Background: an optimization exercise with open tools, aiming at small area and few clock cycles per item. Do not read the settings as production practice.
RTL that was checked went through simulation tests only; none was proved equivalent to the original.
Only the layout flow was run in run 1; the RTL was not checked for function there.
Power figures rest on the tool's default switching activity, not on a simulated workload.

==> config.mk <==
export PLATFORM = sky130hd
export DESIGN_NAME = dot_top
export DESIGN_NICKNAME = dot_top
export VERILOG_FILES = /design/flow/design.v
export SDC_FILE = /design/flow/constraint.sdc
export NUM_CORES = 4
export LEC_CHECK = 0
export CAP_MARGIN = 20
export CORE_MARGIN = 2
export CORE_UTILIZATION = 40
export SLEW_MARGIN = 20
export SYNTH_HIERARCHICAL = 1
export SYNTH_MINIMUM_KEEP_SIZE = 0
==> design.v <==
package dot_pkg;
    typedef logic signed [8-1:0] sample_t;
    typedef logic [4*8-1:0] sample_vec_t;
    typedef logic signed [12-1:0] product_t;
    typedef logic [4*12-1:0] product_vec_t;
    typedef logic signed [(12 + 2)-1:0] sum_t;
endpackage
`timescale 1ns/1ps
module dot_and (
    input  logic a,
    input  logic b,
    output logic y
);
    assign y = a & b;
endmodule
module dot_nand (
    input  logic a,
    input  logic b,
    output logic y
);
    assign y = ~(a & b);
endmodule
module dot_or (
    input  logic a,
    input  logic b,
    output logic y
);
    assign y = a | b;
endmodule
module dot_nor (
    input  logic a,
    input  logic b,
    output logic y
);
    assign y = ~(a | b);
endmodule
module dot_xor (
    input  logic a,
    input  logic b,
    output logic y
);
    assign y = a ^ b;
endmodule
module dot_xnor (
    input  logic a,
    input  logic b,
    output logic y
);
    assign y = ~(a ^ b);
endmodule
module dot_aoi (
    input  logic g,
    input  logic p,
    input  logic c,
    output logic y
);
    assign y = ~(g | (p & c));
endmodule
module dot_oai (
    input  logic gn,
    input  logic pn,
    input  logic cn,
    output logic y
);
    assign y = ~(gn & (pn | cn));
endmodule
`timescale 1ns/1ps
module dot_fa (
    input  logic a,
    input  logic b,
    input  logic ci,
    output logic s,
    output logic co
);
    assign s  = a ^ b ^ ci;
    assign co = (a & b) | (a & ci) | (b & ci);
endmodule
module dot_fa1 (
    input  logic a,
    input  logic b,
    output logic s,
    output logic co
);
    assign s  = ~(a ^ b);
    assign co = a | b;
endmodule
`timescale 1ns/1ps
module dot_top (
    input  logic        clk,
    input  logic        rst,
    input  dot_pkg::sample_vec_t a_data,
    input  logic        a_last,
    input  logic        a_valid,
    output logic        a_ready,
    input  dot_pkg::sample_vec_t b_data,
    input  logic        b_valid,
    output logic        b_ready,
    output dot_pkg::sum_t        out_data,
    output logic        out_last,
    output logic        out_valid,
    input  logic        out_ready
);
    logic stage_ready;
    logic join_fire;
    assign stage_ready = ~out_valid | out_ready;
    assign a_ready   = b_valid & stage_ready;
    assign b_ready   = a_valid & stage_ready;
    assign join_fire = a_valid & b_valid & stage_ready;
    always_ff @(posedge clk) begin
        if (rst) begin
            out_valid <= 1'b0;
        end else if (join_fire) begin
            out_valid <= 1'b1;
        end else if (out_ready) begin
            out_valid <= 1'b0;
        end
    end
    logic n1, n2, n3, n4, n5, n6, n7, n8, n9, k10, s11, c12, k13, s14, c15, s16, c17, k18, n19, n20, n21, p22, n23, n24, n25, n26, p27, n28, n29, n30, n31, n32, p33, n34, n35, n36, n37, n38, n39, p40, n41, n42, n43, n44, n45, n46, n47, p48, n49, n50, n51, n52, n53, n54, n55, p56, n57, n58, n59, n60, n61, n62, n63, p64, p65, p66, p67, p68, p69, p70, p71, n72, n73, n74, n75, n76, n77, n78, n79, n80, n81, k82, s83, c84, k85, s86, c87, s88, c89, k90, n91, n92, n93, p94, n95, n96, n97, n98, p99, n100, n101, n102, n103, n104, p105, n106, n107, n108, n109, n110, n111, p112, n113, n114, n115, n116, n117, n118, n119, p120, n121, n122, n123, n124, n125, n126, n127, p128, n129, n130, n131, n132, n133, n134, n135, p136, p137, p138, p139, p140, p141, p142, p143, n144, n145, n146, n147, n148, n149, n150, n151, n152, n153, k154, s155, c156, k157, s158, c159, s160, c161, k162, n163, n164, n165, p166, n167, n168, n169, n170, p171, n172, n173, n174, n175, n176, p177, n178, n179, n180, n181, n182, n183, p184, n185, n186, n187, n188, n189, n190, n191, p192, n193, n194, n195, n196, n197, n198, n199, p200, n201, n202, n203, n204, n205, n206, n207, p208, p209, p210, p211, p212, p213, p214, p215, n216, n217, n218, n219, n220, n221, n222, n223, n224, n225, k226, s227, c228, k229, s230, c231, s232, c233, k234, n235, n236, n237, p238, n239, n240, n241, n242, p243, n244, n245, n246, n247, n248, p249, n250, n251, n252, n253, n254, n255, p256, n257, n258, n259, n260, n261, n262, n263, p264, n265, n266, n267, n268, n269, n270, n271, p272, n273, n274, n275, n276, n277, n278, n279, p280, p281, p282, p283, p284, p285, p286, p287, n288, s289, c290, s291, c292, s293, c294, s295, c296, s297, c298, s299, c300, s301, c302, s303, c304, s305, c306, s307, c308, s309, c310, s311, c312, s313, c314, s315, c316, s317, c318, s319, c320, s321, c322, s323, c324, s325, c326, s327, c328, s329, c330, s331, c332, s333, c334, s335, c336, s337, c338, s339, c340, s341, c342, s343, c344, s345, c346, s347, c348, s349, c350, s351, c352, s353, c354, s355, c356, s357, c358, s359, c360, s361, c362, s363, c364, s365, c366, s367, c368, s369, c370, s371, c372, s373, c374, s375, c376, s377, c378, s379, c380, s381, c382, s383, c384, s385, c386, s387, c388, s389, c390, s391, c392, s393, c394, s395, c396, s397, c398, s399, c400, s401, c402, s403, c404, s405, c406, s407, c408, s409, c410, s411, c412, s413, c414, s415, c416, s417, c418, s419, c420, s421, c422, s423, c424, s425, c426, s427, c428, s429, c430, s431, c432, s433, c434, s435, c436, s437, c438, s439, c440, s441, c442, s443, c444, s445, c446, s447, c448, s449, c450, s451, c452, s453, c454, s455, c456, s457, c458, s459, c460, s461, c462, s463, c464, s465, c466, s467, c468, s469, c470, s471, c472, s473, c474, s475, c476, s477, c478, s479, c480, s481, c482, s483, c484, s485, c486, s487, c488, s489, c490, s491, c492, s493, c494, s495, c496, s497, c498, s499, c500, s501, c502, s503, c504, s505, c506, s507, c508, s509, c510, s511, c512, s513, c514, s515, c516, s517, c518, s519, c520, s521, c522, s523, c524, s525, c526, s527, c528, s529, c530, s531, c532, s533, c534, s535, c536, s537, c538, s539, c540, s541, c542, s543, c544, s545, c546, s547, c548, s549, c550, s551, c552, s553, c554, s555, c556, s557, c558, s559, c560, s561, c562, s563, c564, s565, c566, s567, c568, s569, c570, s571, c572, s573, c574, s575, c576, s577, c578, s579, c580, s581, c582, s583, c584, s585, c586, s587, c588, s589, c590, s591, c592, s593, c594, s595, c596, s597, c598, s599, c600, s601, c602, s603, c604, s605, c606, s607, c608, s609, c610, s611, c612, s613, c614, s615, c616, s617, c618, s619, c620, s621, c622, s623, c624, s625, c626, s627, c628, s629, c630, s631, c632, s633, c634, s635, c636, s637, c638, s639, c640, s641, c642, s643, c644, s645, c646, s647, c648, s649, c650, s651, c652, s653, c654, s655, c656, s657, c658, s659, c660, s661, c662, s663, c664, s665, c666, s667, c668, s669, c670, s671, c672, s673, c674, s675, c676, s677, c678, s679, c680, s681, c682, s683, c684, s685, c686, s687, c688, s689, c690, s691, c692, s693, c694, s695, c696, s697, c698, s699, c700, s701, c702, s703, c704, o705, q706, o707, q708, o709, q710, o711, q712, o713, q714, o715, q716, o717, q718, g719, p720, q721, o722, g723, p724, q725, o726, g727, p728, q729, o730, g731, p732, q733, o734, g735, p736, q737, o738, g739, p740, q741, o742, o743;
    logic r0_0, r0_1, r1_0, r2_0, r3_0, r3_1, r3_2, r4_0, r4_1, r5_0, r5_1, r6_0, r6_1, r7_0, r7_1, r7_2, r8_0, r8_1, r8_2, r9_0, r10_0, r10_1, r11_0, r11_1, r12_0, r12_1;
    assign n1 = ~(a_data[0] & b_data[1]);
    assign n2 = ~(a_data[0] & b_data[2]);
    assign n3 = ~(a_data[0] & b_data[3]);
    assign n4 = ~(a_data[1] & b_data[0]);
    assign n5 = ~(a_data[1] & b_data[1]);
    assign n6 = ~(a_data[1] & b_data[2]);
    assign n7 = ~(a_data[2] & b_data[0]);
    assign n8 = ~(a_data[2] & b_data[1]);
    assign n9 = ~(a_data[3] & b_data[0]);
    assign k10 = n4 | n1;
    dot_fa u1 (.a(n7), .b(n5), .ci(n2), .s(s11), .co(c12));
    assign k13 = s11 | k10;
    dot_fa u2 (.a(n9), .b(n8), .ci(n6), .s(s14), .co(c15));
    dot_fa u3 (.a(n3), .b(c12), .ci(k13), .s(s16), .co(c17));
    assign k18 = s14 | s16;
    assign n19 = ~(a_data[0] & b_data[4]);
    assign n20 = ~(a_data[0] & b_data[5]);
    assign n21 = ~(a_data[0] & b_data[6]);
    assign p22 = a_data[0] & b_data[7];
    assign n23 = ~(a_data[1] & b_data[3]);
    assign n24 = ~(a_data[1] & b_data[4]);
    assign n25 = ~(a_data[1] & b_data[5]);
    assign n26 = ~(a_data[1] & b_data[6]);
    assign p27 = a_data[1] & b_data[7];
    assign n28 = ~(a_data[2] & b_data[2]);
    assign n29 = ~(a_data[2] & b_data[3]);
    assign n30 = ~(a_data[2] & b_data[4]);
    assign n31 = ~(a_data[2] & b_data[5]);
    assign n32 = ~(a_data[2] & b_data[6]);
    assign p33 = a_data[2] & b_data[7];
    assign n34 = ~(a_data[3] & b_data[1]);
    assign n35 = ~(a_data[3] & b_data[2]);
    assign n36 = ~(a_data[3] & b_data[3]);
    assign n37 = ~(a_data[3] & b_data[4]);
    assign n38 = ~(a_data[3] & b_data[5]);
    assign n39 = ~(a_data[3] & b_data[6]);
    assign p40 = a_data[3] & b_data[7];
    assign n41 = ~(a_data[4] & b_data[0]);
    assign n42 = ~(a_data[4] & b_data[1]);
    assign n43 = ~(a_data[4] & b_data[2]);
    assign n44 = ~(a_data[4] & b_data[3]);
    assign n45 = ~(a_data[4] & b_data[4]);
    assign n46 = ~(a_data[4] & b_data[5]);
    assign n47 = ~(a_data[4] & b_data[6]);
    assign p48 = a_data[4] & b_data[7];
    assign n49 = ~(a_data[5] & b_data[0]);
    assign n50 = ~(a_data[5] & b_data[1]);
    assign n51 = ~(a_data[5] & b_data[2]);
    assign n52 = ~(a_data[5] & b_data[3]);
    assign n53 = ~(a_data[5] & b_data[4]);
    assign n54 = ~(a_data[5] & b_data[5]);
    assign n55 = ~(a_data[5] & b_data[6]);
    assign p56 = a_data[5] & b_data[7];
    assign n57 = ~(a_data[6] & b_data[0]);
    assign n58 = ~(a_data[6] & b_data[1]);
    assign n59 = ~(a_data[6] & b_data[2]);
    assign n60 = ~(a_data[6] & b_data[3]);
    assign n61 = ~(a_data[6] & b_data[4]);
    assign n62 = ~(a_data[6] & b_data[5]);
    assign n63 = ~(a_data[6] & b_data[6]);
    assign p64 = a_data[6] & b_data[7];
    assign p65 = a_data[7] & b_data[0];
    assign p66 = a_data[7] & b_data[1];
    assign p67 = a_data[7] & b_data[2];
    assign p68 = a_data[7] & b_data[3];
    assign p69 = a_data[7] & b_data[4];
    assign p70 = a_data[7] & b_data[5];
    assign p71 = a_data[7] & b_data[6];
    assign n72 = ~(a_data[7] & b_data[7]);
    assign n73 = ~(a_data[8] & b_data[9]);
    assign n74 = ~(a_data[8] & b_data[10]);
    assign n75 = ~(a_data[8] & b_data[11]);
    assign n76 = ~(a_data[9] & b_data[8]);
    assign n77 = ~(a_data[9] & b_data[9]);
    assign n78 = ~(a_data[9] & b_data[10]);
    assign n79 = ~(a_data[10] & b_data[8]);
    assign n80 = ~(a_data[10] & b_data[9]);
    assign n81 = ~(a_data[11] & b_data[8]);
    assign k82 = n76 | n73;
    dot_fa u4 (.a(n79), .b(n77), .ci(n74), .s(s83), .co(c84));
    assign k85 = s83 | k82;
    dot_fa u5 (.a(n81), .b(n80), .ci(n78), .s(s86), .co(c87));
    dot_fa u6 (.a(n75), .b(c84), .ci(k85), .s(s88), .co(c89));
    assign k90 = s86 | s88;
    assign n91 = ~(a_data[8] & b_data[12]);
    assign n92 = ~(a_data[8] & b_data[13]);
    assign n93 = ~(a_data[8] & b_data[14]);
    assign p94 = a_data[8] & b_data[15];
    assign n95 = ~(a_data[9] & b_data[11]);
    assign n96 = ~(a_data[9] & b_data[12]);
    assign n97 = ~(a_data[9] & b_data[13]);
    assign n98 = ~(a_data[9] & b_data[14]);
    assign p99 = a_data[9] & b_data[15];
    assign n100 = ~(a_data[10] & b_data[10]);
    assign n101 = ~(a_data[10] & b_data[11]);
    assign n102 = ~(a_data[10] & b_data[12]);
    assign n103 = ~(a_data[10] & b_data[13]);
    assign n104 = ~(a_data[10] & b_data[14]);
    assign p105 = a_data[10] & b_data[15];
    assign n106 = ~(a_data[11] & b_data[9]);
    assign n107 = ~(a_data[11] & b_data[10]);
    assign n108 = ~(a_data[11] & b_data[11]);
    assign n109 = ~(a_data[11] & b_data[12]);
    assign n110 = ~(a_data[11] & b_data[13]);
    assign n111 = ~(a_data[11] & b_data[14]);
    assign p112 = a_data[11] & b_data[15];
    assign n113 = ~(a_data[12] & b_data[8]);
    assign n114 = ~(a_data[12] & b_data[9]);
    assign n115 = ~(a_data[12] & b_data[10]);
    assign n116 = ~(a_data[12] & b_data[11]);
    assign n117 = ~(a_data[12] & b_data[12]);
    assign n118 = ~(a_data[12] & b_data[13]);
    assign n119 = ~(a_data[12] & b_data[14]);
    assign p120 = a_data[12] & b_data[15];
    assign n121 = ~(a_data[13] & b_data[8]);
    assign n122 = ~(a_data[13] & b_data[9]);
    assign n123 = ~(a_data[13] & b_data[10]);
    assign n124 = ~(a_data[13] & b_data[11]);
    assign n125 = ~(a_data[13] & b_data[12]);
    assign n126 = ~(a_data[13] & b_data[13]);
    assign n127 = ~(a_data[13] & b_data[14]);
    assign p128 = a_data[13] & b_data[15];
    assign n129 = ~(a_data[14] & b_data[8]);
    assign n130 = ~(a_data[14] & b_data[9]);
    assign n131 = ~(a_data[14] & b_data[10]);
    assign n132 = ~(a_data[14] & b_data[11]);
    assign n133 = ~(a_data[14] & b_data[12]);
    assign n134 = ~(a_data[14] & b_data[13]);
    assign n135 = ~(a_data[14] & b_data[14]);
    assign p136 = a_data[14] & b_data[15];
    assign p137 = a_data[15] & b_data[8];
    assign p138 = a_data[15] & b_data[9];
    assign p139 = a_data[15] & b_data[10];
    assign p140 = a_data[15] & b_data[11];
    assign p141 = a_data[15] & b_data[12];
    assign p142 = a_data[15] & b_data[13];
    assign p143 = a_data[15] & b_data[14];
    assign n144 = ~(a_data[15] & b_data[15]);
    assign n145 = ~(a_data[16] & b_data[17]);
    assign n146 = ~(a_data[16] & b_data[18]);
    assign n147 = ~(a_data[16] & b_data[19]);
    assign n148 = ~(a_data[17] & b_data[16]);
    assign n149 = ~(a_data[17] & b_data[17]);
    assign n150 = ~(a_data[17] & b_data[18]);
    assign n151 = ~(a_data[18] & b_data[16]);
    assign n152 = ~(a_data[18] & b_data[17]);
    assign n153 = ~(a_data[19] & b_data[16]);
    assign k154 = n148 | n145;
    dot_fa u7 (.a(n151), .b(n149), .ci(n146), .s(s155), .co(c156));
    assign k157 = s155 | k154;
    dot_fa u8 (.a(n153), .b(n152), .ci(n150), .s(s158), .co(c159));
    dot_fa u9 (.a(n147), .b(c156), .ci(k157), .s(s160), .co(c161));
    assign k162 = s158 | s160;
    assign n163 = ~(a_data[16] & b_data[20]);
    assign n164 = ~(a_data[16] & b_data[21]);
    assign n165 = ~(a_data[16] & b_data[22]);
    assign p166 = a_data[16] & b_data[23];
    assign n167 = ~(a_data[17] & b_data[19]);
    assign n168 = ~(a_data[17] & b_data[20]);
    assign n169 = ~(a_data[17] & b_data[21]);
    assign n170 = ~(a_data[17] & b_data[22]);
    assign p171 = a_data[17] & b_data[23];
    assign n172 = ~(a_data[18] & b_data[18]);
    assign n173 = ~(a_data[18] & b_data[19]);
    assign n174 = ~(a_data[18] & b_data[20]);
    assign n175 = ~(a_data[18] & b_data[21]);
    assign n176 = ~(a_data[18] & b_data[22]);
    assign p177 = a_data[18] & b_data[23];
    assign n178 = ~(a_data[19] & b_data[17]);
    assign n179 = ~(a_data[19] & b_data[18]);
    assign n180 = ~(a_data[19] & b_data[19]);
    assign n181 = ~(a_data[19] & b_data[20]);
    assign n182 = ~(a_data[19] & b_data[21]);
    assign n183 = ~(a_data[19] & b_data[22]);
    assign p184 = a_data[19] & b_data[23];
    assign n185 = ~(a_data[20] & b_data[16]);
    assign n186 = ~(a_data[20] & b_data[17]);
    assign n187 = ~(a_data[20] & b_data[18]);
    assign n188 = ~(a_data[20] & b_data[19]);
    assign n189 = ~(a_data[20] & b_data[20]);
    assign n190 = ~(a_data[20] & b_data[21]);
    assign n191 = ~(a_data[20] & b_data[22]);
    assign p192 = a_data[20] & b_data[23];
    assign n193 = ~(a_data[21] & b_data[16]);
    assign n194 = ~(a_data[21] & b_data[17]);
    assign n195 = ~(a_data[21] & b_data[18]);
    assign n196 = ~(a_data[21] & b_data[19]);
    assign n197 = ~(a_data[21] & b_data[20]);
    assign n198 = ~(a_data[21] & b_data[21]);
    assign n199 = ~(a_data[21] & b_data[22]);
    assign p200 = a_data[21] & b_data[23];
    assign n201 = ~(a_data[22] & b_data[16]);
    assign n202 = ~(a_data[22] & b_data[17]);
    assign n203 = ~(a_data[22] & b_data[18]);
    assign n204 = ~(a_data[22] & b_data[19]);
    assign n205 = ~(a_data[22] & b_data[20]);
    assign n206 = ~(a_data[22] & b_data[21]);
    assign n207 = ~(a_data[22] & b_data[22]);
    assign p208 = a_data[22] & b_data[23];
    assign p209 = a_data[23] & b_data[16];
    assign p210 = a_data[23] & b_data[17];
    assign p211 = a_data[23] & b_data[18];
    assign p212 = a_data[23] & b_data[19];
    assign p213 = a_data[23] & b_data[20];
    assign p214 = a_data[23] & b_data[21];
    assign p215 = a_data[23] & b_data[22];
    assign n216 = ~(a_data[23] & b_data[23]);
    assign n217 = ~(a_data[24] & b_data[25]);
    assign n218 = ~(a_data[24] & b_data[26]);
    assign n219 = ~(a_data[24] & b_data[27]);
    assign n220 = ~(a_data[25] & b_data[24]);
    assign n221 = ~(a_data[25] & b_data[25]);
    assign n222 = ~(a_data[25] & b_data[26]);
    assign n223 = ~(a_data[26] & b_data[24]);
    assign n224 = ~(a_data[26] & b_data[25]);
    assign n225 = ~(a_data[27] & b_data[24]);
    assign k226 = n220 | n217;
    dot_fa u10 (.a(n223), .b(n221), .ci(n218), .s(s227), .co(c228));
    assign k229 = s227 | k226;
    dot_fa u11 (.a(n225), .b(n224), .ci(n222), .s(s230), .co(c231));
    dot_fa u12 (.a(n219), .b(c228), .ci(k229), .s(s232), .co(c233));
    assign k234 = s230 | s232;
    assign n235 = ~(a_data[24] & b_data[28]);
    assign n236 = ~(a_data[24] & b_data[29]);
    assign n237 = ~(a_data[24] & b_data[30]);
    assign p238 = a_data[24] & b_data[31];
    assign n239 = ~(a_data[25] & b_data[27]);
    assign n240 = ~(a_data[25] & b_data[28]);
    assign n241 = ~(a_data[25] & b_data[29]);
    assign n242 = ~(a_data[25] & b_data[30]);
    assign p243 = a_data[25] & b_data[31];
    assign n244 = ~(a_data[26] & b_data[26]);
    assign n245 = ~(a_data[26] & b_data[27]);
    assign n246 = ~(a_data[26] & b_data[28]);
    assign n247 = ~(a_data[26] & b_data[29]);
    assign n248 = ~(a_data[26] & b_data[30]);
    assign p249 = a_data[26] & b_data[31];
    assign n250 = ~(a_data[27] & b_data[25]);
    assign n251 = ~(a_data[27] & b_data[26]);
    assign n252 = ~(a_data[27] & b_data[27]);
    assign n253 = ~(a_data[27] & b_data[28]);
    assign n254 = ~(a_data[27] & b_data[29]);
    assign n255 = ~(a_data[27] & b_data[30]);
    assign p256 = a_data[27] & b_data[31];
    assign n257 = ~(a_data[28] & b_data[24]);
    assign n258 = ~(a_data[28] & b_data[25]);
    assign n259 = ~(a_data[28] & b_data[26]);
    assign n260 = ~(a_data[28] & b_data[27]);
    assign n261 = ~(a_data[28] & b_data[28]);
    assign n262 = ~(a_data[28] & b_data[29]);
    assign n263 = ~(a_data[28] & b_data[30]);
    assign p264 = a_data[28] & b_data[31];
    assign n265 = ~(a_data[29] & b_data[24]);
    assign n266 = ~(a_data[29] & b_data[25]);
    assign n267 = ~(a_data[29] & b_data[26]);
    assign n268 = ~(a_data[29] & b_data[27]);
    assign n269 = ~(a_data[29] & b_data[28]);
    assign n270 = ~(a_data[29] & b_data[29]);
    assign n271 = ~(a_data[29] & b_data[30]);
    assign p272 = a_data[29] & b_data[31];
    assign n273 = ~(a_data[30] & b_data[24]);
    assign n274 = ~(a_data[30] & b_data[25]);
    assign n275 = ~(a_data[30] & b_data[26]);
    assign n276 = ~(a_data[30] & b_data[27]);
    assign n277 = ~(a_data[30] & b_data[28]);
    assign n278 = ~(a_data[30] & b_data[29]);
    assign n279 = ~(a_data[30] & b_data[30]);
    assign p280 = a_data[30] & b_data[31];
    assign p281 = a_data[31] & b_data[24];
    assign p282 = a_data[31] & b_data[25];
    assign p283 = a_data[31] & b_data[26];
    assign p284 = a_data[31] & b_data[27];
    assign p285 = a_data[31] & b_data[28];
    assign p286 = a_data[31] & b_data[29];
    assign p287 = a_data[31] & b_data[30];
    assign n288 = ~(a_data[31] & b_data[31]);
    dot_fa u13 (.a(n19), .b(n23), .ci(n28), .s(s289), .co(c290));
    dot_fa u14 (.a(n34), .b(n41), .ci(n91), .s(s291), .co(c292));
    dot_fa u15 (.a(n95), .b(n100), .ci(n106), .s(s293), .co(c294));
    dot_fa u16 (.a(n113), .b(n163), .ci(n167), .s(s295), .co(c296));
    dot_fa u17 (.a(n172), .b(n178), .ci(n185), .s(s297), .co(c298));
    dot_fa u18 (.a(n235), .b(n239), .ci(n244), .s(s299), .co(c300));
    dot_fa u19 (.a(n250), .b(n257), .ci(c15), .s(s301), .co(c302));
    dot_fa u20 (.a(c87), .b(c159), .ci(c231), .s(s303), .co(c304));
    dot_fa u21 (.a(s289), .b(s291), .ci(s293), .s(s305), .co(c306));
    dot_fa u22 (.a(s295), .b(s297), .ci(s299), .s(s307), .co(c308));
    dot_fa u23 (.a(s301), .b(s303), .ci(s305), .s(s309), .co(c310));
    dot_fa u24 (.a(s307), .b(c17), .ci(c89), .s(s311), .co(c312));
    dot_fa u25 (.a(c161), .b(c233), .ci(k18), .s(s313), .co(c314));
    dot_fa u26 (.a(k90), .b(k162), .ci(k234), .s(s315), .co(c316));
    dot_fa u27 (.a(s309), .b(s311), .ci(s313), .s(s317), .co(c318));
    dot_fa u28 (.a(n20), .b(n24), .ci(n29), .s(s319), .co(c320));
    dot_fa u29 (.a(n35), .b(n42), .ci(n49), .s(s321), .co(c322));
    dot_fa u30 (.a(n92), .b(n96), .ci(n101), .s(s323), .co(c324));
    dot_fa u31 (.a(n107), .b(n114), .ci(n121), .s(s325), .co(c326));
    dot_fa u32 (.a(n164), .b(n168), .ci(n173), .s(s327), .co(c328));
    dot_fa u33 (.a(n179), .b(n186), .ci(n193), .s(s329), .co(c330));
    dot_fa u34 (.a(n236), .b(n240), .ci(n245), .s(s331), .co(c332));
    dot_fa u35 (.a(n251), .b(n258), .ci(n265), .s(s333), .co(c334));
    dot_fa u36 (.a(c290), .b(c292), .ci(c294), .s(s335), .co(c336));
    dot_fa u37 (.a(c296), .b(c298), .ci(c300), .s(s337), .co(c338));
    dot_fa u38 (.a(s319), .b(s321), .ci(s323), .s(s339), .co(c340));
    dot_fa u39 (.a(s325), .b(s327), .ci(s329), .s(s341), .co(c342));
    dot_fa u40 (.a(s331), .b(s333), .ci(c302), .s(s343), .co(c344));
    dot_fa u41 (.a(c304), .b(c306), .ci(c308), .s(s345), .co(c346));
    dot_fa u42 (.a(s335), .b(s337), .ci(s339), .s(s347), .co(c348));
    dot_fa u43 (.a(s341), .b(s343), .ci(c310), .s(s349), .co(c350));
    dot_fa u44 (.a(s345), .b(c312), .ci(s347), .s(s351), .co(c352));
    dot_fa u45 (.a(c314), .b(c316), .ci(s349), .s(s353), .co(c354));
    dot_fa u46 (.a(s351), .b(c318), .ci(s353), .s(s355), .co(c356));
    dot_fa u47 (.a(n21), .b(n25), .ci(n30), .s(s357), .co(c358));
    dot_fa u48 (.a(n36), .b(n43), .ci(n50), .s(s359), .co(c360));
    dot_fa u49 (.a(n57), .b(n93), .ci(n97), .s(s361), .co(c362));
    dot_fa u50 (.a(n102), .b(n108), .ci(n115), .s(s363), .co(c364));
    dot_fa u51 (.a(n122), .b(n129), .ci(n165), .s(s365), .co(c366));
    dot_fa u52 (.a(n169), .b(n174), .ci(n180), .s(s367), .co(c368));
    dot_fa u53 (.a(n187), .b(n194), .ci(n201), .s(s369), .co(c370));
    dot_fa u54 (.a(n237), .b(n241), .ci(n246), .s(s371), .co(c372));
    dot_fa u55 (.a(n252), .b(n259), .ci(n266), .s(s373), .co(c374));
    dot_fa u56 (.a(n273), .b(c320), .ci(c322), .s(s375), .co(c376));
    dot_fa u57 (.a(c324), .b(c326), .ci(c328), .s(s377), .co(c378));
    dot_fa u58 (.a(c330), .b(c332), .ci(c334), .s(s379), .co(c380));
    dot_fa u59 (.a(s357), .b(s359), .ci(s361), .s(s381), .co(c382));
    dot_fa u60 (.a(s363), .b(s365), .ci(s367), .s(s383), .co(c384));
    dot_fa u61 (.a(s369), .b(s371), .ci(s373), .s(s385), .co(c386));
    dot_fa u62 (.a(c336), .b(c338), .ci(s375), .s(s387), .co(c388));
    dot_fa u63 (.a(c340), .b(c342), .ci(s377), .s(s389), .co(c390));
    dot_fa u64 (.a(s379), .b(s381), .ci(s383), .s(s391), .co(c392));
    dot_fa u65 (.a(s385), .b(c344), .ci(c346), .s(s393), .co(c394));
    dot_fa u66 (.a(s387), .b(c348), .ci(s389), .s(s395), .co(c396));
    dot_fa u67 (.a(s391), .b(c350), .ci(s393), .s(s397), .co(c398));
    dot_fa u68 (.a(c352), .b(s395), .ci(c354), .s(s399), .co(c400));
    dot_fa u69 (.a(s397), .b(c356), .ci(s399), .s(s401), .co(c402));
    dot_fa u70 (.a(p22), .b(n26), .ci(n31), .s(s403), .co(c404));
    dot_fa u71 (.a(n37), .b(n44), .ci(n51), .s(s405), .co(c406));
    dot_fa u72 (.a(n58), .b(p65), .ci(p94), .s(s407), .co(c408));
    dot_fa u73 (.a(n98), .b(n103), .ci(n109), .s(s409), .co(c410));
    dot_fa u74 (.a(n116), .b(n123), .ci(n130), .s(s411), .co(c412));
    dot_fa u75 (.a(p137), .b(p166), .ci(n170), .s(s413), .co(c414));
    dot_fa u76 (.a(n175), .b(n181), .ci(n188), .s(s415), .co(c416));
    dot_fa u77 (.a(n195), .b(n202), .ci(p209), .s(s417), .co(c418));
    dot_fa u78 (.a(p238), .b(n242), .ci(n247), .s(s419), .co(c420));
    dot_fa u79 (.a(n253), .b(n260), .ci(n267), .s(s421), .co(c422));
    dot_fa u80 (.a(n274), .b(p281), .ci(c358), .s(s423), .co(c424));
    dot_fa u81 (.a(c360), .b(c362), .ci(c364), .s(s425), .co(c426));
    dot_fa u82 (.a(c366), .b(c368), .ci(c370), .s(s427), .co(c428));
    dot_fa u83 (.a(c372), .b(c374), .ci(s403), .s(s429), .co(c430));
    dot_fa u84 (.a(s405), .b(s407), .ci(s409), .s(s431), .co(c432));
    dot_fa u85 (.a(s411), .b(s413), .ci(s415), .s(s433), .co(c434));
    dot_fa u86 (.a(s417), .b(s419), .ci(s421), .s(s435), .co(c436));
    dot_fa u87 (.a(c376), .b(c378), .ci(c380), .s(s437), .co(c438));
    dot_fa u88 (.a(s423), .b(c382), .ci(c384), .s(s439), .co(c440));
    dot_fa u89 (.a(c386), .b(s425), .ci(s427), .s(s441), .co(c442));
    dot_fa u90 (.a(s429), .b(s431), .ci(s433), .s(s443), .co(c444));
    dot_fa u91 (.a(s435), .b(c388), .ci(s437), .s(s445), .co(c446));
    dot_fa u92 (.a(c390), .b(c392), .ci(s439), .s(s447), .co(c448));
    dot_fa u93 (.a(s441), .b(s443), .ci(c394), .s(s449), .co(c450));
    dot_fa u94 (.a(s445), .b(c396), .ci(s447), .s(s451), .co(c452));
    dot_fa u95 (.a(c398), .b(s449), .ci(s451), .s(s453), .co(c454));
    dot_fa u96 (.a(p27), .b(n32), .ci(n38), .s(s455), .co(c456));
    dot_fa u97 (.a(n45), .b(n52), .ci(n59), .s(s457), .co(c458));
    dot_fa u98 (.a(p66), .b(p99), .ci(n104), .s(s459), .co(c460));
    dot_fa u99 (.a(n110), .b(n117), .ci(n124), .s(s461), .co(c462));
    dot_fa u100 (.a(n131), .b(p138), .ci(p171), .s(s463), .co(c464));
    dot_fa u101 (.a(n176), .b(n182), .ci(n189), .s(s465), .co(c466));
    dot_fa u102 (.a(n196), .b(n203), .ci(p210), .s(s467), .co(c468));
    dot_fa u103 (.a(p243), .b(n248), .ci(n254), .s(s469), .co(c470));
    dot_fa u104 (.a(n261), .b(n268), .ci(n275), .s(s471), .co(c472));
    dot_fa u105 (.a(p282), .b(c404), .ci(c406), .s(s473), .co(c474));
    dot_fa u106 (.a(c408), .b(c410), .ci(c412), .s(s475), .co(c476));
    dot_fa u107 (.a(c414), .b(c416), .ci(c418), .s(s477), .co(c478));
    dot_fa u108 (.a(c420), .b(c422), .ci(s455), .s(s479), .co(c480));
    dot_fa u109 (.a(s457), .b(s459), .ci(s461), .s(s481), .co(c482));
    dot_fa u110 (.a(s463), .b(s465), .ci(s467), .s(s483), .co(c484));
    dot_fa u111 (.a(s469), .b(s471), .ci(c424), .s(s485), .co(c486));
    dot_fa u112 (.a(c426), .b(c428), .ci(c430), .s(s487), .co(c488));
    dot_fa u113 (.a(s473), .b(c432), .ci(c434), .s(s489), .co(c490));
    dot_fa u114 (.a(c436), .b(s475), .ci(s477), .s(s491), .co(c492));
    dot_fa u115 (.a(s479), .b(s481), .ci(s483), .s(s493), .co(c494));
    dot_fa u116 (.a(c438), .b(s485), .ci(c440), .s(s495), .co(c496));
    dot_fa u117 (.a(c442), .b(s487), .ci(c444), .s(s497), .co(c498));
    dot_fa u118 (.a(s489), .b(s491), .ci(s493), .s(s499), .co(c500));
    dot_fa u119 (.a(c446), .b(s495), .ci(c448), .s(s501), .co(c502));
    dot_fa u120 (.a(s497), .b(s499), .ci(c450), .s(s503), .co(c504));
    dot_fa u121 (.a(c452), .b(s501), .ci(s503), .s(s505), .co(c506));
    dot_fa u122 (.a(p33), .b(n39), .ci(n46), .s(s507), .co(c508));
    dot_fa u123 (.a(n53), .b(n60), .ci(p67), .s(s509), .co(c510));
    dot_fa u124 (.a(p105), .b(n111), .ci(n118), .s(s511), .co(c512));
    dot_fa u125 (.a(n125), .b(n132), .ci(p139), .s(s513), .co(c514));
    dot_fa u126 (.a(p177), .b(n183), .ci(n190), .s(s515), .co(c516));
    dot_fa u127 (.a(n197), .b(n204), .ci(p211), .s(s517), .co(c518));
    dot_fa u128 (.a(p249), .b(n255), .ci(n262), .s(s519), .co(c520));
    dot_fa u129 (.a(n269), .b(n276), .ci(p283), .s(s521), .co(c522));
    dot_fa u130 (.a(c456), .b(c458), .ci(c460), .s(s523), .co(c524));
    dot_fa u131 (.a(c462), .b(c464), .ci(c466), .s(s525), .co(c526));
    dot_fa u132 (.a(c468), .b(c470), .ci(c472), .s(s527), .co(c528));
    dot_fa u133 (.a(s507), .b(s509), .ci(s511), .s(s529), .co(c530));
    dot_fa u134 (.a(s513), .b(s515), .ci(s517), .s(s531), .co(c532));
    dot_fa u135 (.a(s519), .b(s521), .ci(c474), .s(s533), .co(c534));
    dot_fa u136 (.a(c476), .b(c478), .ci(c480), .s(s535), .co(c536));
    dot_fa u137 (.a(c482), .b(c484), .ci(s523), .s(s537), .co(c538));
    dot_fa u138 (.a(s525), .b(s527), .ci(s529), .s(s539), .co(c540));
    dot_fa u139 (.a(s531), .b(c486), .ci(c488), .s(s541), .co(c542));
    dot_fa u140 (.a(s533), .b(c490), .ci(c492), .s(s543), .co(c544));
    dot_fa u141 (.a(s535), .b(c494), .ci(s537), .s(s545), .co(c546));
    dot_fa u142 (.a(s539), .b(c496), .ci(s541), .s(s547), .co(c548));
    dot_fa u143 (.a(c498), .b(s543), .ci(c500), .s(s549), .co(c550));
    dot_fa u144 (.a(s545), .b(c502), .ci(s547), .s(s551), .co(c552));
    dot_fa u145 (.a(s549), .b(c504), .ci(s551), .s(s553), .co(c554));
    dot_fa u146 (.a(p40), .b(n47), .ci(n54), .s(s555), .co(c556));
    dot_fa u147 (.a(n61), .b(p68), .ci(p112), .s(s557), .co(c558));
    dot_fa u148 (.a(n119), .b(n126), .ci(n133), .s(s559), .co(c560));
    dot_fa u149 (.a(p140), .b(p184), .ci(n191), .s(s561), .co(c562));
    dot_fa u150 (.a(n198), .b(n205), .ci(p212), .s(s563), .co(c564));
    dot_fa u151 (.a(p256), .b(n263), .ci(n270), .s(s565), .co(c566));
    dot_fa u152 (.a(n277), .b(p284), .ci(c508), .s(s567), .co(c568));
    dot_fa u153 (.a(c510), .b(c512), .ci(c514), .s(s569), .co(c570));
    dot_fa u154 (.a(c516), .b(c518), .ci(c520), .s(s571), .co(c572));
    dot_fa u155 (.a(c522), .b(s555), .ci(s557), .s(s573), .co(c574));
    dot_fa u156 (.a(s559), .b(s561), .ci(s563), .s(s575), .co(c576));
    dot_fa u157 (.a(s565), .b(c524), .ci(c526), .s(s577), .co(c578));
    dot_fa u158 (.a(c528), .b(s567), .ci(c530), .s(s579), .co(c580));
    dot_fa u159 (.a(c532), .b(s569), .ci(s571), .s(s581), .co(c582));
    dot_fa u160 (.a(s573), .b(s575), .ci(c534), .s(s583), .co(c584));
    dot_fa u161 (.a(c536), .b(s577), .ci(c538), .s(s585), .co(c586));
    dot_fa u162 (.a(c540), .b(s579), .ci(s581), .s(s587), .co(c588));
    dot_fa u163 (.a(c542), .b(s583), .ci(c544), .s(s589), .co(c590));
    dot_fa u164 (.a(c546), .b(s585), .ci(s587), .s(s591), .co(c592));
    dot_fa u165 (.a(c548), .b(s589), .ci(c550), .s(s593), .co(c594));
    dot_fa u166 (.a(s591), .b(c552), .ci(s593), .s(s595), .co(c596));
    dot_fa u167 (.a(p48), .b(n55), .ci(n62), .s(s597), .co(c598));
    dot_fa u168 (.a(p69), .b(p120), .ci(n127), .s(s599), .co(c600));
    dot_fa u169 (.a(n134), .b(p141), .ci(p192), .s(s601), .co(c602));
    dot_fa u170 (.a(n199), .b(n206), .ci(p213), .s(s603), .co(c604));
    dot_fa u171 (.a(p264), .b(n271), .ci(n278), .s(s605), .co(c606));
    dot_fa u172 (.a(p285), .b(c556), .ci(c558), .s(s607), .co(c608));
    dot_fa u173 (.a(c560), .b(c562), .ci(c564), .s(s609), .co(c610));
    dot_fa u174 (.a(c566), .b(s597), .ci(s599), .s(s611), .co(c612));
    dot_fa u175 (.a(s601), .b(s603), .ci(s605), .s(s613), .co(c614));
    dot_fa u176 (.a(c568), .b(c570), .ci(c572), .s(s615), .co(c616));
    dot_fa u177 (.a(c574), .b(s607), .ci(c576), .s(s617), .co(c618));
    dot_fa u178 (.a(s609), .b(s611), .ci(s613), .s(s619), .co(c620));
    dot_fa u179 (.a(c578), .b(c580), .ci(s615), .s(s621), .co(c622));
    dot_fa u180 (.a(c582), .b(s617), .ci(s619), .s(s623), .co(c624));
    dot_fa u181 (.a(c584), .b(c586), .ci(s621), .s(s625), .co(c626));
    dot_fa u182 (.a(c588), .b(s623), .ci(c590), .s(s627), .co(c628));
    dot_fa u183 (.a(s625), .b(c592), .ci(s627), .s(s629), .co(c630));
    dot_fa u184 (.a(p56), .b(n63), .ci(p70), .s(s631), .co(c632));
    dot_fa u185 (.a(p128), .b(n135), .ci(p142), .s(s633), .co(c634));
    dot_fa u186 (.a(p200), .b(n207), .ci(p214), .s(s635), .co(c636));
    dot_fa u187 (.a(p272), .b(n279), .ci(p286), .s(s637), .co(c638));
    dot_fa u188 (.a(c598), .b(c600), .ci(c602), .s(s639), .co(c640));
    dot_fa u189 (.a(c604), .b(c606), .ci(s631), .s(s641), .co(c642));
    dot_fa u190 (.a(s633), .b(s635), .ci(s637), .s(s643), .co(c644));
    dot_fa u191 (.a(c608), .b(c610), .ci(c612), .s(s645), .co(c646));
    dot_fa u192 (.a(c614), .b(s639), .ci(s641), .s(s647), .co(c648));
    dot_fa u193 (.a(s643), .b(c616), .ci(c618), .s(s649), .co(c650));
    dot_fa u194 (.a(s645), .b(c620), .ci(s647), .s(s651), .co(c652));
    dot_fa u195 (.a(c622), .b(s649), .ci(c624), .s(s653), .co(c654));
    dot_fa u196 (.a(s651), .b(c626), .ci(s653), .s(s655), .co(c656));
    dot_fa u197 (.a(p64), .b(p71), .ci(p136), .s(s657), .co(c658));
    dot_fa u198 (.a(p143), .b(p208), .ci(p215), .s(s659), .co(c660));
    dot_fa u199 (.a(p280), .b(p287), .ci(c632), .s(s661), .co(c662));
    dot_fa u200 (.a(c634), .b(c636), .ci(c638), .s(s663), .co(c664));
    dot_fa u201 (.a(s657), .b(s659), .ci(c640), .s(s665), .co(c666));
    dot_fa u202 (.a(c642), .b(s661), .ci(c644), .s(s667), .co(c668));
    dot_fa u203 (.a(s663), .b(c646), .ci(s665), .s(s669), .co(c670));
    dot_fa u204 (.a(c648), .b(s667), .ci(c650), .s(s671), .co(c672));
    dot_fa u205 (.a(s669), .b(c652), .ci(s671), .s(s673), .co(c674));
    dot_fa u206 (.a(c654), .b(s673), .ci(c656), .s(s675), .co(c676));
    dot_fa u207 (.a(n72), .b(n144), .ci(n216), .s(s677), .co(c678));
    dot_fa u208 (.a(n288), .b(c658), .ci(c660), .s(s679), .co(c680));
    dot_fa u209 (.a(s677), .b(c662), .ci(c664), .s(s681), .co(c682));
    dot_fa u210 (.a(s679), .b(c666), .ci(c668), .s(s683), .co(c684));
    dot_fa u211 (.a(s681), .b(c670), .ci(s683), .s(s685), .co(c686));
    dot_fa u212 (.a(c672), .b(s685), .ci(c674), .s(s687), .co(c688));
    dot_fa u213 (.a(c678), .b(c680), .ci(c682), .s(s689), .co(c690));
    dot_fa u214 (.a(c684), .b(s689), .ci(c686), .s(s691), .co(c692));
    always_ff @(posedge clk) begin
        if (join_fire) begin
            out_last <= a_last;
            r0_0 <= s315;
            r0_1 <= s317;
            r1_0 <= s355;
            r2_0 <= s401;
            r3_0 <= c400;
            r3_1 <= s453;
            r3_2 <= c402;
            r4_0 <= c454;
            r4_1 <= s505;
            r5_0 <= c506;
            r5_1 <= s553;
            r6_0 <= c554;
            r6_1 <= s595;
            r7_0 <= c594;
            r7_1 <= s629;
            r7_2 <= c596;
            r8_0 <= c628;
            r8_1 <= s655;
            r8_2 <= c630;
            r9_0 <= s675;
            r10_0 <= c676;
            r10_1 <= s687;
            r11_0 <= c688;
            r11_1 <= s691;
            r12_0 <= c690;
            r12_1 <= c692;
        end
    end
    dot_fa u215 (.a(r3_0), .b(r3_1), .ci(r3_2), .s(s693), .co(c694));
    dot_fa u216 (.a(r4_0), .b(r4_1), .ci(c694), .s(s695), .co(c696));
    dot_fa u217 (.a(r5_0), .b(r5_1), .ci(c696), .s(s697), .co(c698));
    dot_fa u218 (.a(r6_0), .b(r6_1), .ci(c698), .s(s699), .co(c700));
    dot_fa u219 (.a(r7_0), .b(r7_1), .ci(r7_2), .s(s701), .co(c702));
    dot_fa u220 (.a(r8_0), .b(r8_1), .ci(r8_2), .s(s703), .co(c704));
    assign o705 = ~r0_0 ^ ~r0_1;
    assign q706 = ~r0_0 & ~r0_1;
    assign o707 = ~r1_0 ^ q706;
    assign q708 = ~r1_0 & q706;
    assign o709 = ~r2_0 ^ q708;
    assign q710 = ~r2_0 & q708;
    assign o711 = ~s693 ^ q710;
    assign q712 = ~s693 & q710;
    assign o713 = ~s695 ^ q712;
    assign q714 = ~s695 & q712;
    assign o715 = ~s697 ^ q714;
    assign q716 = ~s697 & q714;
    assign o717 = ~(~s699 ^ q716);
    assign q718 = ~s699 | q716;
    dot_nor u221 (.a(c700), .b(s701), .y(g719));
    dot_xor u222 (.a(c700), .b(s701), .y(p720));
    dot_aoi u223 (.g(g719), .p(p720), .c(q718), .y(q721));
    assign o722 = p720 ^ q718;
    dot_or u224 (.a(c702), .b(s703), .y(g723));
    dot_xnor u225 (.a(c702), .b(s703), .y(p724));
    dot_oai u226 (.gn(g723), .pn(p724), .cn(q721), .y(q725));
    assign o726 = p724 ^ q721;
    dot_nor u227 (.a(r9_0), .b(c704), .y(g727));
    dot_xor u228 (.a(r9_0), .b(c704), .y(p728));
    dot_aoi u229 (.g(g727), .p(p728), .c(q725), .y(q729));
    assign o730 = p728 ^ q725;
    dot_or u230 (.a(r10_0), .b(r10_1), .y(g731));
    dot_xnor u231 (.a(r10_0), .b(r10_1), .y(p732));
    dot_oai u232 (.gn(g731), .pn(p732), .cn(q729), .y(q733));
    assign o734 = p732 ^ q729;
    dot_nor u233 (.a(r11_0), .b(r11_1), .y(g735));
    dot_xor u234 (.a(r11_0), .b(r11_1), .y(p736));
    dot_aoi u235 (.g(g735), .p(p736), .c(q733), .y(q737));
    assign o738 = p736 ^ q733;
    dot_or u236 (.a(r12_0), .b(r12_1), .y(g739));
    dot_xnor u237 (.a(r12_0), .b(r12_1), .y(p740));
    dot_oai u238 (.gn(g739), .pn(p740), .cn(q737), .y(q741));
    assign o742 = p740 ^ q737;
    assign o743 = ~q741;
    assign out_data = {o743, o742, o738, o734, o730, o726, o722, o717, o715, o713, o711, o709, o707, o705};
endmodule
==> standard.sh <==
#!/bin/bash
# synth_recipe.tcl (not shown) runs the flow's synth.tcl, then flattens the netlist and writes it again
# the make line also repeats each setting of config.mk as NAME=value (left out here)
make -C /OpenROAD-flow-scripts/flow DESIGN_CONFIG=/design/flow/config.mk WORK_HOME=/design/flow/orfs CLKGATE_MAP_FILE= SYNTH_SCRIPT=/design/flow/synth_recipe.tcl "${@:-finish}"
==> flow/run.sh <==
#!/bin/bash
# The standard layout (the standard.sh, all of it), with the port
# buffers made from the smallest buffer cell. Every tool's output is in
# standard.log here and in ORFS's own logs under orfs/logs.
set -e
export BUFFER_PORTS_ARGS="-buffer_cell sky130_fd_sc_hd__buf_1"
bash standard.sh > standard.log 2>&1
==> constraint.sdc <==
create_clock -name core_clock -period 5.5 [get_ports {clk}]
set_input_delay 1.1000 -clock core_clock [delete_from_list [all_inputs] [get_ports {clk}]]
set_output_delay 1.1000 -clock core_clock [all_outputs]
set_load 0.01 [all_outputs]
==> results of run 1 <==
==> worst min-delay path: stages (launching register included) <==
cell	delay, ns
sky130_fd_sc_hd__dfxtp_1	0.32
sky130_fd_sc_hd__nand2b_1	0.12
sky130_fd_sc_hd__a21oi_1	0.07
==> power by group <==
| group | total, mW | leakage [nW] | switching (mW) | internal, mW |
|---|---|---|---|---|
| combinational | 2.89 | 2.29 | 1.58 | 1.31 |
| sequential | 0.621 | 0.259 | 0.0461 | 0.575 |
| clock | 0.218 | 0.0511 | 0.0733 | 0.145 |
| total | 3.73 | 2.60 | 1.70 | 2.03 |
==> modules after synthesis, one instance, submodules excluded <==
module	cells inside	area [um2]	flip-flops and latches	copies in the design
dot_aoi	1	8.76	0	3
dot_or	1	6.26	0	3
dot_top	348	2360	28	1
dot_xor	1	8.76	0	3
dot_oai	1	5.00	0	3
dot_fa	1	20.0	0	220
dot_nor	1	3.75	0	3
dot_xnor	1	8.76	0	3
==> worst paths after layout <==
path | startpoint | end | slack [ns] | cells past startpoint
worst min-delay path | out_valid$_SDFFE_PP0P_ | out_valid$_SDFFE_PP0P_ | 0.55 | 2
worst max-delay path | b_data[26] | r2_0$_DFFE_PP_ | 0.50 | 10
worst max register to register | out_valid$_SDFFE_PP0P_ | r8_1$_DFFE_PP_ | 4.20 | 3
worst min register to register | out_valid$_SDFFE_PP0P_ | out_valid$_SDFFE_PP0P_ | 0.55 | 2
==> stage by stage <==
stage               utilization  hold slack, ns
finish                    0.447           0.550
global route              0.447           0.585
CTS                       0.447           0.551
detailed placement        0.441           0.540
global placement          0.441           0.508
floorplan                     -           0.529
==> routing by layer <==
metal / global-route usage / up-vias / share of wire
li1: - / 1888 / -
met1: 0.277 / 2411 / 0.40
met2: 0.347 / 182 / 0.52
met3: 0.0266 / 16 / 0.064
met4: 0.0278 / 0 / 0.016
met5: 0 / - / 0
==> placed cells by master, fill, tap and decap left out <==
master                      count
sky130_fd_sc_hd__fa_1         220
sky130_fd_sc_hd__nand2_1      189
sky130_fd_sc_hd__buf_1         87
sky130_fd_sc_hd__and2_1        54
sky130_fd_sc_hd__edfxtp_1      27
sky130_fd_sc_hd__inv_1         11
sky130_fd_sc_hd__xor2_1         8
sky130_fd_sc_hd__ha_1           7
sky130_fd_sc_hd__buf_4          7
sky130_fd_sc_hd__and2_2         4
sky130_fd_sc_hd__nand2_2        4
sky130_fd_sc_hd__or3_1          4
sky130_fd_sc_hd__or2_2          4
sky130_fd_sc_hd__xnor2_1        4
sky130_fd_sc_hd__nor2_1         3
sky130_fd_sc_hd__a21oi_2        3
sky130_fd_sc_hd__or2_1          3
sky130_fd_sc_hd__o21ai_1        3
sky130_fd_sc_hd__clkbuf_16      3
sky130_fd_sc_hd__nand2b_1       1
sky130_fd_sc_hd__and3_1         1
sky130_fd_sc_hd__a21oi_1        1
sky130_fd_sc_hd__bufinv_16      1
sky130_fd_sc_hd__dfxtp_1        1
==> final cells by class <==
type	instances	area [um2]
clock buffer	3	75.1
fill	1632	9230
multi-input combinational	513	5840
sequential	28	831
inverter	11	41.3
tap	220	275
timing repair buffer	94	379
clock inverter	1	30.0
==> cells by family (layout without fill, tap and decap cells) <==
kind of cell               after synthesis  count (layout)  share of synthesized area
and+or+nand+nor                        267             267                      0.173
adders and majority gates              227             227                      0.652
buffers and inverters                   45             109                     0.0321
DFF                                     28              28                      0.121
xor gates and xnor gates                12              12                     0.0153
AOI/OAI and AO/OA                        7               7                    0.00672
==> run summary, run 1 <==
- The maximum number of pins on one net before global-route repair is 28.
- In this run the tool buffered the top-level ports with 87 buffer cells.
- The class of the tightest hold or removal check is reg -> reg.
- The tool flagged a number of max-cap violations equal to 0.
- The cell area power density is 499 nW/um2.
- The via total after detailed routing is 4497.
- At the worst endpoint, the arrival time is 5.02 ns.
- The clock-pin transition on the worst setup and hold timing paths is 0.07 ns.
- The gate count after technology mapping is 586.
- The number of nets in the layout is 948.
- Pin placement for this block handled 88 I/O pins.
- The critical path launch point type is an input port.
- Timing analysis after detailed placement gives a worst setup slack of 0.219 ns.
- In this run the tightest slew margin relative to its limit is 0.662.
- The number of placed instances, taps included, is 866.
- The flow ran to the end and the layout has no timing, DRC or antenna violations.
- The number of antenna violations at the first check in global routing was 0.
- The clock tree from TritonCTS is built.
- No sink is reached through more buffers than the 2 on the longest clock path.
- The leakage power total is 2.60 nW.
- Of the synthesized area, sequential elements account for 0.121.
- Traced cell by cell, the critical path runs through buf_1 > nand2_1 > fa_1 > or3_1 > fa_1 > or2_2 > fa_1 > fa_1 > fa_1 > fa_1.
- The routed length per instance is 19.4 um.
- The number of slew-limit violations in the final report is 0.
- The largest total area in the synthesized netlist belongs to sky130_fd_sc_hd__fa_1.
- Routability-driven placement finished with a final weighted congestion of 0.933.
- The sum of buffers and inverters on the critical path is 1.
- The most frequently used flop master after synthesis is sky130_fd_sc_hd__edfxtp_1.
- The first routing iteration left 271 violations.
- The nature of the critical path endpoint is a register.
- The post-synthesis to final-layout area growth is 8.41%.
- The filler-free cell count of the finished design is 870.
- The number of levels the H-tree was split into is 1.
- The largest single stage delay on the critical path is 0.52 ns.
- The category of the critical setup timing path is in -> reg.
- The total power after layout is 3.73 mW.
- The die span in x is 135 um.
- Once the clock tree was built, the resizer swapped 0 gates to a different size.
- The number of setup buffers added after CTS is 0.
- The required time of the critical path is 5.52 ns.
- Of the available clock period, the critical path in the final layout requires 0.909.
- The initial utilization of the core area, before any placement, comes to 0.413.
- The overall track demand over capacity in global routing is 0.199.
- The average cell area after synthesis is 11.8 um2.
- The core region is 16700 um2.
- IR analysis of the VDD net gives a maximum drop of 0.404 mV.
- The overall routed net length is 16900 um.
- For this run the aggregate overflow at the end of global routing stands at 0.
- The cell family contributing the most delay on the critical path is adder cells.
- The final total negative setup slack is 0 ns.
- The number of enable flip-flop cells after synthesis is 27.
- The detailed-router iteration count before antenna repair is 5.
- The final instance area is 7470 um2.
- Using the TritonRoute via totals, the vias-per-cell ratio works out to 5.17.
- 0 antenna diodes ended up in the layout.
- The global-route wire length before repair is 27400 um.
- In this run the worst path has a maximum fanout of 8.
- Row generation in the floorplan step produced 47 rows.
- The die extent in y is 135 um.
- The count of endpoints failing hold in the final timing report is 0.
- Setup repair after global routing left no endpoint under its margin.
- The netlist area before placement is 6890 um2.
- In the synthesized netlist, the cells that appear most often are sky130_fd_sc_hd__fa_1 (220), sky130_fd_sc_hd__nand2_1 (189), sky130_fd_sc_hd__and2_1 (54), sky130_fd_sc_hd__edfxtp_1 (27), sky130_fd_sc_hd__clkbuf_1 (20).
- The share of post-route cells with drive strength above 1 is 0.0400.
- The worst clock skew is 0.00912 ns.
- The distinct cell type count of the synthesized netlist is 22.
- The maximum operating frequency is 0.200 GHz.
- For the pin with the worst max-slew slack, the measured transition is 0.506 ns.
- For the worst-skew pair, the clock arrives at the later sink with an insertion delay of 0.27 ns.
- The instance area after placement is 7360 um2.
- In the synthesized netlist the async set-or-reset flop fraction comes to 0.
- The most common cell in the synthesized netlist is sky130_fd_sc_hd__fa_1.
- Across all setup checks in the final design, the least slack found is 0.501 ns.
- The share of synthesized area in the top cell type comes to 0.639.
- The buffer cell driving the clock tree root is sky130_fd_sc_hd__clkbuf_16.
- The total clock sinks is 28.
- The quantity of hold-fixing buffers added after cts is 0.
- The via count of the first global-routing pass came to 5174.
- After synthesis, the cell types taking the most area are sky130_fd_sc_hd__fa_1 (64%), sky130_fd_sc_hd__edfxtp_1 (12%), sky130_fd_sc_hd__nand2_1 (10%), sky130_fd_sc_hd__and2_1 (4.9%), sky130_fd_sc_hd__buf_4 (1.5%).
- The DRC violation count after routing is 0.
- The total clock buffers created by CTS is 3.
- After legalization and detailed placement, the total HPWL measured 15300 um.
- The highest-delay cell along the critical path is sky130_fd_sc_hd__fa_1.
- The count of nets left with antenna violations once routing finished came out at 0.
- The die footprint is 18300 um2.
- The most common cell type on the critical path is sky130_fd_sc_hd__fa_1.
- After layout, the minimum clock period comes to 5.00 ns.
- The count of final setup violators is 0.
- The number of register bits inferred by synthesis is 28.
- During synthesis, Yosys emitted a total of 7 warnings.
- Synthesis produced a netlist with a net count of 883.
==> inputs of run 2 (changes only) <==
--- a/design.v
+++ b/design.v
@@ -86,2 +86,11 @@
 endmodule
+module dot_fa1n (
+    input  logic a,
+    input  logic b,
+    output logic s,
+    output logic co
+);
+    assign s  = ~(a ^ b);
+    assign co = ~(a & b);
+endmodule
 `timescale 1ns/1ps
==> run 2 against run 1 <==
Compared with the run above: synthesized cell count unchanged; maximum frequency stayed put; register-to-register slack barely moved; setup slack unchanged; largest cell class unchanged; largest power group unchanged.
==> run summary, run 2 <==
- The most used standard cell by instance count after synthesis is sky130_fd_sc_hd__fa_1.
- The switching power share of the total was 0.455 (unchanged).
- The post-route antenna net violation count is 0 (unchanged).
- The library cell with the largest summed area after synthesis is sky130_fd_sc_hd__fa_1.
- Setup repair after global routing left no endpoint under its margin.
- The worst slew margin relative to its limit is 0.662 (unchanged).
- The die span in x is 135 um (unchanged).
- The sequential share of power came to 0.167 (about the same).
- The number of enable flip-flop cells after synthesis came to 27 (unchanged).
- Yosys attributes the largest share of cell area to sky130_fd_sc_hd__fa_1 (64%), sky130_fd_sc_hd__edfxtp_1 (12%), sky130_fd_sc_hd__nand2_1 (10%), sky130_fd_sc_hd__and2_1 (4.9%), sky130_fd_sc_hd__buf_4 (1.5%).
- The max-capacitance violation count is 0 (unchanged).
- The minimum period implied by the final worst setup slack is 5.00 ns (unchanged).
- The count of final setup violators is 0 (unchanged).
- The count of routing violations after the opening detailed-route iteration is 271 (unchanged).
- The global-route wire length before repair is 27400 um (unchanged).
- The initial standard-cell utilization of the core is 0.413 (unchanged).
- The overall routed net length was 16900 um (unchanged).
- In this run the clock root is driven by a sky130_fd_sc_hd__clkbuf_16.
- The total clock buffers created by CTS came to 3 (unchanged).
- The category of the critical setup timing path is in -> reg.
- The actual slew at the worst max-slew pin is 0.506 ns (unchanged).
- The clock-pin transition on the worst setup and hold timing paths is 0.07 ns (about the same).
- The most used flip-flop cell after synthesis is sky130_fd_sc_hd__edfxtp_1.
- The share of post-route cells with drive strength above 1 is 0.0400 (unchanged).
- The leakage power total came to 2.60 nW (unchanged).
- The detailed-router iteration count before antenna repair came to 5 (unchanged).
- The arrival time at the worst endpoint is 5.02 ns (about the same).
- The via count of the first global-routing pass is 5174 (unchanged).
- The area of the core is 16700 um2 (unchanged).
- The worst-path maximum fanout came to 8 (unchanged).
- The leftover overflow at the end of global routing came to 0 (unchanged).
- The sequential area share after synthesis was 0.121 (unchanged).
- The flow ran to the end and the layout has no timing, DRC or antenna violations.
- The clock latency on the worst-skew pair is 0.27 ns (about the same).
- The post-cts gate resize count came to 0 (unchanged).
- The average cell area after synthesis is 11.8 um2 (unchanged).
- The most frequent standard cell in the layout excluding fill and tap cells is sky130_fd_sc_hd__fa_1.
- In this run the worst hold path is classified as reg -> reg.
- The final worst-path cycle share is 0.909 (unchanged).
- The die footprint is 18300 um2 (unchanged).
- The final RePlAce weighted congestion is 0.933 (unchanged).
- The number of I/O port buffers is 87 (unchanged).
- STA classifies the critical path endpoint as a register.
- The netlist area before placement came to 6890 um2 (unchanged).
- The total half-perimeter wirelength after legalization and detailed placement is 15300 um (unchanged).
- The maximum operating frequency was 0.200 GHz (unchanged).
- The combinational group share of total power is 0.775 (about the same).
- The number of slew-limit violations in the final report is 0 (unchanged).
- The clock tree buffer depth is 2 (unchanged).
- The count of endpoints failing hold in the final timing report is 0 (unchanged).
- The die extent in y came to 135 um (unchanged).
- The via total after detailed routing is 4497 (unchanged).
- The overall track demand over capacity in global routing is 0.199 (unchanged).
- The number of levels the H-tree was split into is 1 (unchanged).
- The DRC violation count after routing is 0 (unchanged).
- The number of warning messages in the yosys log was 7 (unchanged).
- The count of inserted antenna diode cells is 0 (unchanged).
- The routed length per instance is 19.4 um (unchanged).
- TritonCTS built the clock tree.
- The gate count after technology mapping was 586 (unchanged).
- The setup fix buffers added after clock tree synthesis is 0 (unchanged).
- The quantity of hold-fixing buffers added after cts came to 0 (unchanged).
- The fraction of synthesized cell area taken by the top area cell type came to 0.639 (unchanged).
- The worst clock skew is 0.00912 ns (unchanged).
- The number of register bits inferred by synthesis is 28 (unchanged).
- The maximum resistive drop on vdd was 0.404 mV (unchanged).
- The final total negative setup slack is 0 ns (unchanged).
- The total power after layout was 3.73 mW (unchanged).
- The post-synthesis to final-layout area growth is 8.41% (unchanged).
- The share of power burned in the clock network is 0.059 (about the same).
- After synthesis, the most frequently instantiated cells are sky130_fd_sc_hd__fa_1 (220), sky130_fd_sc_hd__nand2_1 (189), sky130_fd_sc_hd__and2_1 (54), sky130_fd_sc_hd__edfxtp_1 (27), sky130_fd_sc_hd__clkbuf_1 (20).
- The critical path launch point type is an input port.
- The boundary pin count came to 88 (unchanged).
- The fraction of registers with async set/reset is 0 (unchanged).
- The distinct cell type count of the synthesized netlist is 22 (unchanged).
- The number of antenna violations at the first check in global routing is 0 (unchanged).
- The via density per instance is 5.17 (unchanged).
- The net switching power of the design came to 1.70 mW (unchanged).
- In the layout the commonest cells are sky130_fd_sc_hd__fa_1 (220), sky130_fd_sc_hd__nand2_1 (189), sky130_fd_sc_hd__buf_1 (87), sky130_fd_sc_hd__and2_1 (54), sky130_fd_sc_hd__edfxtp_1 (27).
- The total clock sinks is 28 (unchanged).
- The cell area power density is 499 nW/um2 (unchanged).
- The number of nets in the layout is 948 (unchanged).
- The total nets after synthesis is 883 (unchanged).
- The count of standard-cell rows is 47 (unchanged).
- The cell internal power dissipation was 2.03 mW (unchanged).
- The required time of the critical path is 5.52 ns (about the same).
- The maximum number of pins on one net before global-route repair was 28 (unchanged).
[run 2: per-stage QoR]
step	worst slack, ns	hold slack (ns)	utilization	instance area (um2)	instances
final	0.501	0.550	0.447	7470	870
after global routing	0.352	0.585	0.447	7470	870
after CTS	0.512	0.551	0.447	7470	870
after detailed placement	0.219	0.540	0.441	7360	866
after global placement	0.320	0.508	0.441	7360	866
after floorplan	0.569	0.529	-	6890	586
[run 2: layout make-up]
| type | count | area [um2] |
|---|---|---|
| Clock buffer | 3 | 75.1 |
| Clock inverter | 1 | 30.0 |
| Fill cell | 1632 | 9230 |
| Inverter | 11 | 41.3 |
| Multi-Input combinational cell | 513 | 5840 |
| Sequential cell | 28 | 831 |
| Tap cell | 220 | 275 |
| Timing Repair Buffer | 94 | 379 |
[run 2: Yosys stat by module (local to each module, per instance)]
module	times used	flops+latches	cell area, um2	cells
dot_or	3	0	6.26	1
dot_xnor	3	0	8.76	1
dot_oai	3	0	5.00	1
dot_nor	3	0	3.75	1
dot_aoi	3	0	8.76	1
dot_xor	3	0	8.76	1
dot_fa	220	0	20.0	1
dot_top	1	28	2360	348
[run 2: final timing paths]
kind	to	cells past startpoint	slack (ns)	from
setup / recovery	r2_0$_DFFE_PP_	10	0.50	b_data[26]
hold / removal	out_valid$_SDFFE_PP0P_	2	0.55	out_valid$_SDFFE_PP0P_
setup reg to reg	r8_1$_DFFE_PP_	3	4.20	out_valid$_SDFFE_PP0P_
hold reg to reg	out_valid$_SDFFE_PP0P_	2	0.55	out_valid$_SDFFE_PP0P_
[run 2: power by group through the flow]
stage	Sequential (mW)	Clock (mW)	Combinational, mW
floorplan	0.617	0	2.37
global placement	0.624	0	2.91
detailed placement	0.630	0	3.00
CTS	0.624	0.224	3.02
global route	0.634	0.232	3.31
finish	0.621	0.218	2.89
[run 2: worst max-delay path: stages]
cell and delay [ns]:
sky130_fd_sc_hd__buf_1 0.39, sky130_fd_sc_hd__nand2_1 0.16, sky130_fd_sc_hd__fa_1 0.45, sky130_fd_sc_hd__or3_1 0.40
sky130_fd_sc_hd__fa_1 0.44, sky130_fd_sc_hd__or2_2 0.32, sky130_fd_sc_hd__fa_1 0.40, sky130_fd_sc_hd__fa_1 0.43
sky130_fd_sc_hd__fa_1 0.52, sky130_fd_sc_hd__fa_1 0.41
[run 2: cell families after synthesis]
kind of cell | count (synthesis) | share of synthesized area
compound gates | 7 | 0.00672
xor+xnor | 12 | 0.0153
fa+ha+maj | 227 | 0.652
buf+inv | 45 | 0.0321
flops | 28 | 0.121
simple gates | 267 | 0.173
[run 2: per-layer routing]
layer,global-route usage,vias to the layer above,part of all wire
li1,-,1888,-
met1,0.277,2411,0.40
met2,0.347,182,0.52
met5,0,-,0
met3,0.0266,16,0.064
met4,0.0278,0,0.016
Testbench counts of run 2, summed over its fixed seeds: cycles 16,008, items 16,000.

[separate check: timing with driven ports]
The results above use ideal ports. As a check the final layouts listed here were re-extracted and re-timed, cells and wires unchanged.
Step 1: set_driving_cell puts a clkbuf_16 on clk and a buf_2 on each other input, an assumption about the parent block.
Step 2 also shifts input and output timing later by t, the mid clock arrival at the registers, as if the neighbouring blocks saw the same clock.
Slacks: no drivers / after step 1 / after step 2; pairs: no drivers / after step 1.
| run | t (ns) | setup slack, ns | worst hold slack (ns) | clock arrival spread, ns | pins driven straight from the clock port |
|---|---|---|---|---|---|
| run 1 | 0.298 | 0.501 / 0.500 / 0.202 | 0.550 / 0.550 / 0.550 | 0.010 / 0.010 | 1 |
| run 2 | 0.298 | 0.501 / 0.500 / 0.202 | 0.550 / 0.550 / 0.550 | 0.010 / 0.010 | 1 |
After both steps every run listed still meets setup and hold.
